This is an optimization exercise on Yosys and OpenROAD, whose aim is a short achievable clock period and few clock cycles per item, not a production implementation. Power figures rest on the tool's default switching activity, not on a simulated workload.

==> flow/design.v <==
`default_nettype none
package mprs_pkg;
  localparam int RX_DEPTH = 64;
  localparam int RX_AW    = $clog2(RX_DEPTH);
  localparam int RX_CW    = $clog2(RX_DEPTH + 1);
  localparam logic [15:0] POLL_RST  = 16'd1000;
  localparam logic [11:0] WAIT_RST  = 12'd100;
  localparam logic [3:0]  RETRY_RST = 4'd5;
  localparam logic CMD_TICK = 1'b0;
  localparam logic CMD_BYTE = 1'b1;
  localparam logic [1:0] REG_POLL  = 2'd0;
  localparam logic [1:0] REG_WAIT  = 2'd1;
  localparam logic [1:0] REG_RETRY = 2'd2;
  localparam logic [RX_AW-1:0] ADDR_VEXP = RX_AW'(7);
  localparam logic [RX_AW-1:0] ADDR_CEXP = RX_AW'(8);
  localparam logic [RX_AW-1:0] ADDR_PEXP = RX_AW'(9);
  localparam logic [3:0] Q_LAST     = 4'd15;
  localparam logic [3:0] Q_CURRENT  = 4'd3;
  localparam logic [3:0] Q_POWER    = 4'd6;
  localparam logic [3:0] Q_PF       = 4'd12;
  localparam logic signed [7:0] EXP_FIXED = -8'sd2;
  typedef enum logic [2:0] {
    ACT_REQ_SCALE  = 3'd0,
    ACT_REQ_VALUES = 3'd1,
    ACT_VALUE      = 3'd2,
    ACT_ERR_SCALE  = 3'd3,
    ACT_ERR_VALUES = 3'd4
  } act_t;
  typedef enum logic [1:0] {
    PH_IDLE   = 2'd0,
    PH_SCALE  = 2'd1,
    PH_VALUES = 2'd2
  } phase_t;
  typedef enum logic [3:0] {
    DP_NONE,
    DP_ACCEPT,
    DP_EXP0,
    DP_EXP1,
    DP_EXP2,
    DP_EXP3,
    DP_VLO,
    DP_VHI,
    DP_VCAP,
    DP_VEMIT
  } dp_op_t;
  typedef enum logic [3:0] {
    ST_IDLE,
    ST_EXP0,
    ST_EXP1,
    ST_EXP2,
    ST_EXP3,
    ST_VLO,
    ST_VHI,
    ST_VCAP,
    ST_VOUT
  } ctl_state_t;
  typedef struct packed {
    logic       command;
    logic [7:0] rx_byte;
  } in_item_t;
  typedef struct packed {
    logic [2:0]        action;
    logic [3:0]        quantity;
    logic [15:0]       raw_value;
    logic signed [7:0] decimal_exponent;
    logic              last;
  } out_item_t;
  typedef struct packed {
    logic [15:0] poll_period;
    logic [11:0] reply_wait;
    logic [3:0]  retry_limit;
  } cfg_t;
  typedef struct packed {
    logic out_free;
    logic go_exp;
    logic go_values;
    logic last_val;
  } dp_status_t;
endpackage
`default_nettype wire
`default_nettype none
import mprs_pkg::*;
module meter_poll_retry_sequencer_unit
(
  input  wire        clk,
  input  wire        rst_n,
  input  wire        in_valid,
  output logic       in_stall,
  input  mprs_pkg::in_item_t   in_data,
  output logic       out_valid,
  input  wire        out_stall,
  output mprs_pkg::out_item_t  out_data,
  input  wire        psel,
  input  wire        penable,
  input  wire        pwrite,
  input  wire [3:0]  paddr,
  input  wire [31:0] pwdata,
  output logic [31:0] prdata,
  output logic       pready
);
  localparam int CQ_DEPTH = 4;
  logic [15:0] poll_r;
  logic [11:0] wait_r;
  logic [3:0]  retry_r;
  logic        wr_en;
  assign pready = 1'b1;
  assign wr_en  = psel && penable && pwrite;
  always_ff @(posedge clk) begin
    if (!rst_n) begin
      poll_r  <= POLL_RST;
      wait_r  <= WAIT_RST;
      retry_r <= RETRY_RST;
    end else if (wr_en) begin
      case (paddr[3:2])
        REG_POLL:  poll_r  <= pwdata[15:0];
        REG_WAIT:  wait_r  <= pwdata[11:0];
        REG_RETRY: retry_r <= pwdata[3:0];
        default: begin
        end
      endcase
    end
  end
  always_comb begin
    case (paddr[3:2])
      REG_POLL:  prdata = {16'h0000, poll_r};
      REG_WAIT:  prdata = {20'h00000, wait_r};
      REG_RETRY: prdata = {28'h0000000, retry_r};
      default:   prdata = '0;
    endcase
  end
  logic [1:0]       phase_r;
  logic             waiting_r;
  logic [3:0]       attempts_r;
  logic [11:0]      timer_r;
  logic [15:0]      since_r;
  logic [RX_CW-1:0] bcnt_r;
  logic [7:0]       vexp_r, cexp_r, pexp_r;
  logic [7:0]          mem [RX_DEPTH];
  logic [RX_DEPTH-1:0] vld_r;
  logic        in_stall_r;
  logic        take, is_byte, tick, wr_ok;
  logic [15:0] since_inc;
  logic        busy, closed, good;
  logic        tk_poll, tk_resend, tk_count, tk_retry, tk_fail, go_exp, go_values;
  logic        res_any;
  logic [2:0]  res_act;
  function automatic logic [7:0] rd(input int a);
    rd = vld_r[a] ? mem[a] : 8'h00;
  endfunction
  assign take    = in_valid && !in_stall_r;
  assign is_byte = in_data.command == CMD_BYTE;
  assign tick    = take && !is_byte;
  assign wr_ok   = waiting_r && (phase_r != PH_IDLE) && (bcnt_r < RX_CW'(RX_DEPTH));
  assign since_inc = (since_r == 16'hFFFF) ? since_r : since_r + 16'd1;
  assign busy      = phase_r != PH_IDLE;
  assign closed    = busy && waiting_r && !(timer_r < wait_r);
  assign good      = closed && (bcnt_r != '0);
  assign tk_poll   = !busy && (since_inc >= poll_r);
  assign tk_resend = busy && !waiting_r;
  assign tk_count  = busy && waiting_r && (timer_r < wait_r);
  assign go_exp    = good && (phase_r == PH_SCALE);
  assign go_values = good && (phase_r == PH_VALUES);
  assign tk_retry  = closed && !good && (attempts_r < retry_r);
  assign tk_fail   = closed && !good && !(attempts_r < retry_r);
  assign res_any = tk_poll || tk_resend || tk_retry || go_exp || tk_fail;
  always_comb begin
    if (tk_poll) begin
      res_act = ACT_REQ_SCALE;
    end else if (tk_resend || tk_retry) begin
      res_act = (phase_r == PH_SCALE) ? ACT_REQ_SCALE : ACT_REQ_VALUES;
    end else if (go_exp) begin
      res_act = ACT_REQ_VALUES;
    end else begin
      res_act = (phase_r == PH_SCALE) ? ACT_ERR_SCALE : ACT_ERR_VALUES;
    end
  end
  logic [1:0]       phase_nxt;
  logic             waiting_nxt;
  logic [3:0]       attempts_nxt;
  logic [11:0]      timer_nxt;
  logic [15:0]      since_nxt;
  logic [RX_CW-1:0] bcnt_nxt;
  always_comb begin
    phase_nxt    = phase_r;
    waiting_nxt  = waiting_r;
    attempts_nxt = attempts_r;
    timer_nxt    = timer_r;
    since_nxt    = since_r;
    bcnt_nxt     = bcnt_r;
    if (take && is_byte) begin
      if (wr_ok) begin
        bcnt_nxt = bcnt_r + RX_CW'(1);
      end
    end else if (tick) begin
      since_nxt = since_inc;
      if (tk_poll) begin
        phase_nxt    = PH_SCALE;
        attempts_nxt = '0;
        bcnt_nxt     = '0;
        waiting_nxt  = 1'b1;
        timer_nxt    = '0;
      end else if (tk_resend || tk_retry) begin
        if (tk_retry) begin
          attempts_nxt = attempts_r + 4'd1;
        end
        waiting_nxt = 1'b1;
        timer_nxt   = '0;
      end else if (tk_count) begin
        timer_nxt = timer_r + 12'd1;
      end else if (go_exp) begin
        phase_nxt    = PH_VALUES;
        attempts_nxt = '0;
        bcnt_nxt     = '0;
        waiting_nxt  = 1'b1;
        timer_nxt    = '0;
      end else if (go_values) begin
        since_nxt   = '0;
        phase_nxt   = PH_IDLE;
        waiting_nxt = 1'b0;
      end else if (tk_fail) begin
        phase_nxt   = PH_IDLE;
        waiting_nxt = 1'b0;
      end
    end
  end
  always_ff @(posedge clk) begin
    if (!rst_n) begin
      phase_r    <= PH_IDLE;
      waiting_r  <= 1'b0;
      attempts_r <= '0;
      timer_r    <= '0;
      since_r    <= '0;
      bcnt_r     <= '0;
      vexp_r     <= '0;
      cexp_r     <= '0;
      pexp_r     <= '0;
    end else begin
      phase_r    <= phase_nxt;
      waiting_r  <= waiting_nxt;
      attempts_r <= attempts_nxt;
      timer_r    <= timer_nxt;
      since_r    <= since_nxt;
      bcnt_r     <= bcnt_nxt;
      if (tick && go_exp) begin
        vexp_r <= rd(ADDR_VEXP);
        cexp_r <= rd(ADDR_CEXP);
        pexp_r <= rd(ADDR_PEXP);
      end
    end
  end
  always_ff @(posedge clk) begin
    if (take && is_byte && wr_ok) begin
      mem[bcnt_r[RX_AW-1:0]] <= in_data.rx_byte;
    end
  end
  always_ff @(posedge clk) begin
    if (!rst_n) begin
      vld_r <= '0;
    end else if (take && is_byte && wr_ok) begin
      vld_r[bcnt_r[RX_AW-1:0]] <= 1'b1;
    end
  end
  logic [15:0] vq_r [16];
  logic [15:0] vq_ld [16];
  logic [7:0]  ve_r, ce_r, pe_r;
  logic [4:0]  vcnt_r, vcnt_nxt;
  logic [3:0]  vk_r;
  logic        v_avail, v_pop;
  always_comb begin
    for (int k = 0; k < 16; k++) begin
      if (k < 12) begin
        vq_ld[k] = {rd(7 + 2 * k), rd(6 + 2 * k)};
      end else if (k == 15) begin
        vq_ld[k] = {rd(34), rd(33)};
      end else begin
        vq_ld[k] = {8'h00, rd(18 + k)};
      end
    end
  end
  assign v_avail = vcnt_r != '0;
  always_ff @(posedge clk) begin
    if (!v_avail) begin
      for (int k = 0; k < 16; k++) vq_r[k] <= vq_ld[k];
      ve_r <= vexp_r;
      ce_r <= cexp_r;
      pe_r <= pexp_r;
    end else if (v_pop) begin
      for (int k = 0; k < 15; k++) vq_r[k] <= vq_r[k + 1];
    end
  end
  always_comb begin
    vcnt_nxt = vcnt_r;
    if (tick && go_values) begin
      vcnt_nxt = 5'd16;
    end else if (v_pop) begin
      vcnt_nxt = vcnt_r - 5'd1;
    end
  end
  always_ff @(posedge clk) begin
    if (!rst_n) begin
      vcnt_r <= '0;
      vk_r   <= '0;
    end else begin
      vcnt_r <= vcnt_nxt;
      if (!v_avail) begin
        vk_r <= '0;
      end else if (v_pop) begin
        vk_r <= vk_r + 4'd1;
      end
    end
  end
  logic [2:0] cq_r [CQ_DEPTH];
  logic [2:0] cq_cnt_r, cq_cnt_nxt;
  logic       c_avail, c_pop, c_push, bypass;
  assign c_avail = cq_cnt_r != '0;
  always_ff @(posedge clk) begin
    for (int i = 0; i < CQ_DEPTH; i++) begin
      if (c_push && (3'(i) == cq_cnt_r - 3'(c_pop))) begin
        cq_r[i] <= res_act;
      end else if (c_pop && i < CQ_DEPTH - 1) begin
        cq_r[i] <= cq_r[i + 1];
      end
    end
  end
  always_comb begin
    cq_cnt_nxt = cq_cnt_r + 3'(c_push) - 3'(c_pop);
  end
  always_ff @(posedge clk) begin
    if (!rst_n) begin
      cq_cnt_r <= '0;
    end else begin
      cq_cnt_r <= cq_cnt_nxt;
    end
  end
  logic       out_valid_r, out_free;
  mprs_pkg::out_item_t out_data_r, val_item, ctl_item;
  logic [7:0] val_exp;
  assign out_free = !out_valid_r || !out_stall;
  assign v_pop    = out_free && v_avail;
  assign c_pop    = out_free && !v_avail && c_avail;
  assign bypass   = out_free && !v_avail && !c_avail;
  assign c_push   = tick && res_any && !bypass;
  always_comb begin
    if (vk_r < Q_CURRENT) begin
      val_exp = ve_r;
    end else if (vk_r < Q_POWER) begin
      val_exp = ce_r;
    end else if (vk_r < Q_PF) begin
      val_exp = pe_r;
    end else begin
      val_exp = EXP_FIXED;
    end
    val_item                  = '0;
    val_item.action           = ACT_VALUE;
    val_item.quantity         = vk_r;
    val_item.raw_value        = vq_r[0];
    val_item.decimal_exponent = val_exp;
    val_item.last             = vk_r == Q_LAST;
    ctl_item        = '0;
    ctl_item.action = c_avail ? cq_r[0] : res_act;
    ctl_item.last   = 1'b1;
  end
  always_ff @(posedge clk) begin
    if (!rst_n) begin
      out_valid_r <= 1'b0;
    end else if (out_free) begin
      out_valid_r <= v_avail || c_avail || (tick && res_any);
    end
  end
  always_ff @(posedge clk) begin
    if (out_free) begin
      out_data_r <= v_avail ? val_item : ctl_item;
    end
  end
  assign out_valid = out_valid_r;
  assign out_data  = out_data_r;
  always_ff @(posedge clk) begin
    if (!rst_n) begin
      in_stall_r <= 1'b0;
    end else begin
      in_stall_r <= (cq_cnt_nxt == 3'(CQ_DEPTH)) ||
                    ((phase_nxt == PH_VALUES) && ((vcnt_nxt != '0) || (cq_cnt_nxt != '0)));
    end
  end
  assign in_stall = in_stall_r;
endmodule
`default_nettype wire
clock: 5.0 ns
lec_check: 0
abc_clock_period_in_ps: 2500
cap_margin: 20
core_margin: 2
core_utilization: 40
setup_slack_margin: 2.5
slew_margin: 20
run.sh (not shown) runs the stock make flow with config.mk's settings and CLKGATE_MAP_FILE= SYNTH_SCRIPT=/design/flow/synth_recipe.tcl, a recipe that flattens the netlist after the stock synthesis.
The first run finished clean.
Change:
--- a/flow/design.v
+++ b/flow/design.v
@@ -103,4 +103,6 @@
   logic [11:0] wait_r;
   logic [3:0]  retry_r;
+  logic [15:0] pollm1_r;     
+  logic        poll0_r;      
   logic        wr_en;
   assign pready = 1'b1;
@@ -111,7 +113,13 @@
       wait_r  <= WAIT_RST;
       retry_r <= RETRY_RST;
+      pollm1_r <= POLL_RST - 16'd1;
+      poll0_r  <= 1'b0;
     end else if (wr_en) begin
       case (paddr[3:2])
-        REG_POLL:  poll_r  <= pwdata[15:0];
+        REG_POLL: begin
+          poll_r   <= pwdata[15:0];
+          pollm1_r <= pwdata[15:0] - 16'd1;
+          poll0_r  <= pwdata[15:0] == 16'd0;
+        end
         REG_WAIT:  wait_r  <= pwdata[11:0];
         REG_RETRY: retry_r <= pwdata[3:0];
@@ -156,5 +164,5 @@
   assign closed    = busy && waiting_r && !(timer_r < wait_r);
   assign good      = closed && (bcnt_r != '0);
-  assign tk_poll   = !busy && (since_inc >= poll_r);
+  assign tk_poll   = !busy && (poll0_r || (since_r >= pollm1_r));
   assign tk_resend = busy && !waiting_r;
   assign tk_count  = busy && waiting_r && (timer_r < wait_r);
@@ -375,10 +383,13 @@
   assign out_valid = out_valid_r;
   assign out_data  = out_data_r;
+  logic phase_values_nxt;
+  assign phase_values_nxt = (phase_r == PH_VALUES) ? !(tick && (go_values || tk_fail))
+                                                   : (tick && go_exp);
   always_ff @(posedge clk) begin
     if (!rst_n) begin
       in_stall_r <= 1'b0;
     end else begin
-      in_stall_r <= (cq_cnt_nxt == 3'(CQ_DEPTH)) ||
-                    ((phase_nxt == PH_VALUES) && ((vcnt_nxt != '0) || (cq_cnt_nxt != '0)));
+      in_stall_r <= (cq_cnt_r == 3'(CQ_DEPTH)) || ((cq_cnt_r == 3'(CQ_DEPTH - 1)) && c_push) ||
+                    (phase_values_nxt && (v_avail || c_avail || c_push));
     end
   end
What happened: Total power fell by 1.2%; clock power hardly moves; design area falls by 0.87%; sequential share of layout area went up by 1.4 points; hold slack degrades by 0.022 ns; wire length shrinks by 1.0%.
Function was not checked in any run of this note: the RTL went through the layout flow alone.

==> afterwards: timing with drivers on the ports <==
The results above use ideal ports. As a check the final layouts listed here were re-extracted and re-timed, cells and wires unchanged. Step 1, drivers: a clkbuf_16 drives clk and a buf_2 each remaining input, both assumed. Step 2 adds t to the input delays and takes it off the output delays; t is the mean of the earliest and latest rising clock arrival at the registers after step 1. Input paths then give back, and output paths get back, about the clock's delay inside the block. a / b / c = ideal ports / drivers / drivers and shift; a / b = the first two.
| run | t, ns | setup WS [ns] | worst hold slack (ns) | worst setup path at the end | worst data-port slew with drivers (ns) |
|---|---|---|---|---|---|
| the first run | 0.675 | 0.328 / 0.328 / 0.328 | 0.447 / 0.447 / 0.447 | register to register | 0.19 |
| the second run | 0.684 | 1.790 / 1.790 / 1.247 | 0.426 / 0.426 / 0.426 | input to register | 0.17 |
After both steps setup and hold are still met in every run listed. For the second run, which loses most, drivers alone change the setup slack by 0.000 ns; drivers and shift together by -0.543 ns.
